Context: an optimization exercise on an open-source flow, tuned for small area, a short achievable clock period and few clock cycles per item. The choices shown serve that exercise and are no tape-out recipe. Function was checked by simulation only, so behaviour that the tests miss may differ from the original. Power and IR drop assume default switching activity.

## oak
==> module best_fit_block_allocator_core, before the edit <==
module best_fit_block_allocator_core #(
  parameter int SLOTS        = bfa_pkg::SLOTS_DEFAULT,
  parameter int ADDRESS_BITS = bfa_pkg::ADDRESS_BITS_DEFAULT
) (
  input  logic                      clk,
  input  logic                      rst,
  input  logic                      cfg_valid,
  output logic                      cfg_ready,
  input  logic [bfa_pkg::CFG_W-1:0] cfg_data,
  input  logic                      in_valid,
  output logic                      in_ready,
  input  logic [37:0]               in_data,
  output logic                      out_valid,
  input  logic                      out_ready,
  output logic [37:0]               out_data
);
  localparam int N = 16;
  logic [16*N-1:0] t_size;
  logic [16*N-1:0] t_start;
  logic [N-1:0] mask;
  logic         w_valid;
  logic         w_load, w_alloc, w_read;
  logic [3:0]   w_slot;
  logic [15:0]  w_ops;
  logic [15:0]  w_opa;
  logic         w_cin;
  logic [15:0]  w_req;     
  logic [N*N-1:0] b;
  logic [N*N-1:0] bt;
  logic [N-1:0] l_oh;
  logic [N-1:0] l_below;
  logic [15:0]  l_size;
  logic [15:0]  l_start;
  logic advance;
  logic go;
  assign advance   = !out_valid || out_ready;
  assign go        = w_valid && advance;
  assign in_ready  = !w_valid || advance;
  assign cfg_ready = 1'b1;
  wire [1:0]  i_mode  = in_data[37:36];
  wire [3:0]  i_slot  = in_data[35:32];
  wire [15:0] i_size  = in_data[31:16];
  wire [15:0] i_start = in_data[15:0];
  always_ff @(posedge clk) begin
    if (rst) begin
      mask <= '0;
    end else if (cfg_valid) begin
      for (int k = 0; k < N; k++) mask[k] <= (5'(k) < cfg_data);
    end
  end
  always_ff @(posedge clk) begin
    if (rst) begin
      w_valid <= 1'b0;
    end else if (in_ready) begin
      w_valid <= in_valid;
    end
  end
  always_ff @(posedge clk) begin
    if (in_ready) begin
      w_load  <= in_valid && (i_mode == MODE_LOAD);
      w_alloc <= in_valid && (i_mode == MODE_ALLOC);
      w_read  <= in_valid && (i_mode == MODE_READ);
      w_slot  <= i_slot;
      w_ops   <= (i_mode == MODE_ALLOC) ? ~i_size :
                 (i_mode == MODE_LOAD)  ? i_size  : 16'd0;
      w_opa   <= (i_mode == MODE_ALLOC) ? i_size  :
                 (i_mode == MODE_LOAD)  ? i_start : 16'd0;
      w_cin   <= (i_mode == MODE_ALLOC);
      w_req   <= i_size;
    end
  end
  logic [N-1:0] amask, dec, ldec;
  always_comb begin
    for (int k = 0; k < N; k++) begin
      amask[k] = w_alloc && mask[k];
      dec[k]   = w_read && (w_slot == 4'(k));
      ldec[k]  = w_load && (w_slot == 4'(k));
    end
  end
  logic [N-1:0] win;
  logic         found;
  bfa_pick u_pick (
    .t_size  (t_size),
    .t_start (t_start),
    .req     (w_req),
    .amask   (amask),
    .l_size  (l_size),
    .l_start (l_start),
    .l_oh    (l_oh),
    .l_below (l_below),
    .b       (b),
    .bt      (bt),
    .win     (win),
    .found   (found)
  );
  for (genvar i = 0; i < N; i++) begin : g_b
    for (genvar j = 0; j < N; j++) begin : g_bj
      if (j > i) begin : g_keep
        always_ff @(posedge clk) b[N*i + j] <= bt[N*i + j];
      end else begin : g_zero
        assign b[N*i + j] = 1'b0;
      end
    end
  end
  logic [N-1:0] sel;
  logic [N-1:0] wen;
  logic [15:0]  s_sel, a_sel;
  logic [15:0]  bus_size, bus_start;
  assign sel = win | dec;
  assign wen = (win | ldec) & {N{go}};
  logic [N-1:0] wen_below;
  always_comb begin
    wen_below[0] = 1'b0;
    for (int i = 1; i < N; i++) wen_below[i] = wen_below[i-1] | wen[i-1];
  end
  bfa_upd u_upd (
    .t_size    (t_size),
    .t_start   (t_start),
    .sel       (sel),
    .ops       (w_ops),
    .opa       (w_opa),
    .cin       (w_cin),
    .s_sel     (s_sel),
    .a_sel     (a_sel),
    .bus_size  (bus_size),
    .bus_start (bus_start)
  );
  always_ff @(posedge clk) begin
    for (int i = 0; i < N; i++) begin
      if (wen[i]) begin
        t_size[16*i +: 16]  <= bus_size;
        t_start[16*i +: 16] <= bus_start;
      end
    end
    l_oh    <= wen;
    l_below <= wen_below;
    l_size  <= bus_size;
    l_start <= bus_start;
  end
  logic [3:0]  win_idx;
  logic [37:0] res;
  always_comb begin
    win_idx = '0;
    for (int i = 0; i < N; i++) win_idx = win_idx | (4'(i) & {4{win[i]}});
    if (w_load) begin
      res = {ST_DONE, w_slot, bus_start, bus_size};
    end else if (w_read) begin
      res = {ST_DONE, w_slot, bus_start, bus_size};
    end else if (w_alloc) begin
      if (found) res = {ST_DONE, win_idx, a_sel, bus_size};
      else       res = {ST_NOFIT, 4'd0, 16'd0, 16'd0};
    end else begin
      res = {ST_RANGE, w_slot, 16'd0, 16'd0};
    end
  end
  always_ff @(posedge clk) begin
    if (rst) begin
      out_valid <= 1'b0;
    end else if (advance) begin
      out_valid <= w_valid;
    end
  end
  always_ff @(posedge clk) begin
    if (go) out_data <= res;
  end
endmodule
==> module bfa_pick, before the edit <==
module bfa_pick #(
  parameter int N = 16
) (
  input  logic [16*N-1:0] t_size,
  input  logic [16*N-1:0] t_start,
  input  logic [15:0]     req,
  input  logic [N-1:0]    amask,
  input  logic [15:0]     l_size,
  input  logic [15:0]     l_start,
  input  logic [N-1:0]    l_oh,
  input  logic [N-1:0]    l_below,
  input  logic [N*N-1:0]  b,
  output logic [N*N-1:0]  bt,
  output logic [N-1:0]    win,
  output logic            found
);
  logic [N-1:0] ge, wb, fits, x;
  logic         fw, y;
  for (genvar j = 0; j < N; j++) begin : g_cmp
    bfa_cmp #(.W(16)) u_ge (.a(t_size[16*j +: 16]), .b(req), .lt(), .ge(ge[j]));
    bfa_cmp #(.W(33)) u_wb (.a({l_size, l_start, 1'b0}),
                            .b({t_size[16*j +: 16], t_start[16*j +: 16], l_below[j]}),
                            .lt(wb[j]), .ge());
  end
  always_comb begin
    fits = amask & ge;
    bt = '0;
    for (int i = 0; i < N; i++) begin
      for (int j = i + 1; j < N; j++) begin
        bt[N*i + j] = l_oh[i] ? wb[j] : (l_oh[j] ? !wb[i] : b[N*i + j]);
      end
    end
    fw = |(fits & l_oh);
    y = 1'b1;
    for (int j = 0; j < N; j++) y = y && (!fits[j] || wb[j] || l_oh[j]);
    for (int i = 0; i < N; i++) begin
      x[i] = fits[i];
      for (int j = 0; j < N; j++) begin
        if (j > i) x[i] = x[i] && (!fits[j] || b[N*i + j] || l_oh[j]);
        if (j < i) x[i] = x[i] && (!fits[j] || !b[N*j + i] || l_oh[j]);
      end
      win[i] = l_oh[i] ? (fits[i] && y) : (x[i] && (!fw || !wb[i]));
    end
    found = |fits;
  end
endmodule
Settings: LEC_CHECK=0, CAP_MARGIN=20, CORE_MARGIN=2, CORE_UTILIZATION=55, SETUP_SLACK_MARGIN=3.5, SLEW_MARGIN=20, SYNTH_HIERARCHICAL=1, SYNTH_MINIMUM_KEEP_SIZE=0, TNS_END_PERCENT=5; clock period 10.0 ns.
run.sh (not shown) runs the stock make flow with config.mk's settings and CLKGATE_MAP_FILE= SYNTH_SCRIPT=/design/flow/synth_recipe.tcl, a recipe that flattens the netlist after the stock synthesis.
Testbench counts of oak, summed over its fixed seeds: cycles 6,640, items 6,528.
For pine, these inputs were changed with respect to oak:
--- a/flow/design.v
+++ b/flow/design.v
@@ -132,4 +132,12 @@
     end
   end
+  logic [15:0]  next_req;
+  logic [N-1:0] ge_pre;
+  logic [N-1:0] ge_r;
+  assign next_req = in_ready ? i_size : w_req;
+  for (genvar j = 0; j < N; j++) begin : g_ge
+    bfa_cmp #(.W(16)) u_ge (.a(t_size[16*j +: 16]), .b(next_req), .lt(), .ge(ge_pre[j]));
+  end
+  always_ff @(posedge clk) ge_r <= ge_pre;
   logic [N-1:0] win;
   logic         found;
@@ -138,4 +146,5 @@
     .t_start (t_start),
     .req     (w_req),
+    .ge_r    (ge_r),
     .amask   (amask),
     .l_size  (l_size),
@@ -225,4 +234,5 @@
   input  logic [16*N-1:0] t_start,
   input  logic [15:0]     req,
+  input  logic [N-1:0]    ge_r,      
   input  logic [N-1:0]    amask,
   input  logic [15:0]     l_size,
@@ -235,8 +245,8 @@
   output logic            found
 );
-  logic [N-1:0] ge, wb, fits, x;
-  logic         fw, y;
+  logic [N-1:0] wb, fe, x;
+  logic         gw, fw;
+  bfa_cmp #(.W(16)) u_gw (.a(l_size), .b(req), .lt(), .ge(gw));
   for (genvar j = 0; j < N; j++) begin : g_cmp
-    bfa_cmp #(.W(16)) u_ge (.a(t_size[16*j +: 16]), .b(req), .lt(), .ge(ge[j]));
     bfa_cmp #(.W(33)) u_wb (.a({l_size, l_start, 1'b0}),
                             .b({t_size[16*j +: 16], t_start[16*j +: 16], l_below[j]}),
@@ -244,5 +254,6 @@
   end
   always_comb begin
-    fits = amask & ge;
+    fe = amask & ge_r & ~l_oh;
+    fw = |(amask & l_oh) && gw;
     bt = '0;
     for (int i = 0; i < N; i++) begin
@@ -251,16 +262,30 @@
       end
     end
-    fw = |(fits & l_oh);
-    y = 1'b1;
-    for (int j = 0; j < N; j++) y = y && (!fits[j] || wb[j] || l_oh[j]);
     for (int i = 0; i < N; i++) begin
-      x[i] = fits[i];
+      x[i] = fe[i];
       for (int j = 0; j < N; j++) begin
-        if (j > i) x[i] = x[i] && (!fits[j] || b[N*i + j] || l_oh[j]);
-        if (j < i) x[i] = x[i] && (!fits[j] || !b[N*j + i] || l_oh[j]);
+        if (j > i) x[i] = x[i] && (!fe[j] || b[N*i + j]);
+        if (j < i) x[i] = x[i] && (!fe[j] || !b[N*j + i]);
       end
-      win[i] = l_oh[i] ? (fits[i] && y) : (x[i] && (!fw || !wb[i]));
     end
-    found = |fits;
+  end
+  bfa_win u_win (.x(x), .fe(fe), .fw(fw), .wb(wb), .l_oh(l_oh), .win(win), .found(found));
+endmodule
+module bfa_win #(
+  parameter int N = 16
+) (
+  input  logic [N-1:0] x,
+  input  logic [N-1:0] fe,
+  input  logic         fw,
+  input  logic [N-1:0] wb,
+  input  logic [N-1:0] l_oh,
+  output logic [N-1:0] win,
+  output logic         found
+);
+  logic y;
+  always_comb begin
+    y = &(~fe | wb);
+    for (int i = 0; i < N; i++) win[i] = l_oh[i] ? (fw && y) : (x[i] && (!fw || !wb[i]));
+    found = (|fe) || fw;
   end
 endmodule
When pine is set beside oak, its initial antenna violation count turns out to be 2 smaller. Highest clock frequency the design can meet, pine vs oak: up by a few percent. In pine, the met1 demand-to-capacity share in global routing came out 1.1 points below the value in oak. pine gives less cell area than oak did. pine vs. oak: number of global-route vias before repair grew by 131, design internal power grew by about 4.4%, total inserted antenna cells shrank by 3, total design power grew by about 4.5%, net switching power grew by about 4.6%. In pine relative to oak, routed wire length had gone down slightly. Row synthesis-to-layout area growth: pine lower / oak higher. Looking only at final worst-path cycle share, and setting everything else aside, the higher value of oak and pine goes to oak.
Testbench counts of pine, summed over its fixed seeds: cycles 6,640, items 6,528.

==> afterwards: timing with drivers on the ports <==
No port has a modelled driver above. Below, the same layouts with a new extraction and two added sets of constraints.
Step 1 assumes that a clkbuf_16 drives the clock port and a buf_2 every other input.
Step 2 times the ports against the registers' clock, not the clock port: input delays grow and output delays shrink by t, the midpoint of the rising clock arrivals with the driver on.
a / b / c = ideal / step 1 / step 2; a / b = the first two.
| run | t, ns | setup slack, ns | pins driven straight from the clock port |
|---|---|---|---|
| oak | 0.773 | 3.350 / 3.350 / 3.350 | 1 |
| pine | 0.757 | 3.507 / 3.507 / 3.507 | 1 |
After both steps every run listed still meets setup and hold.
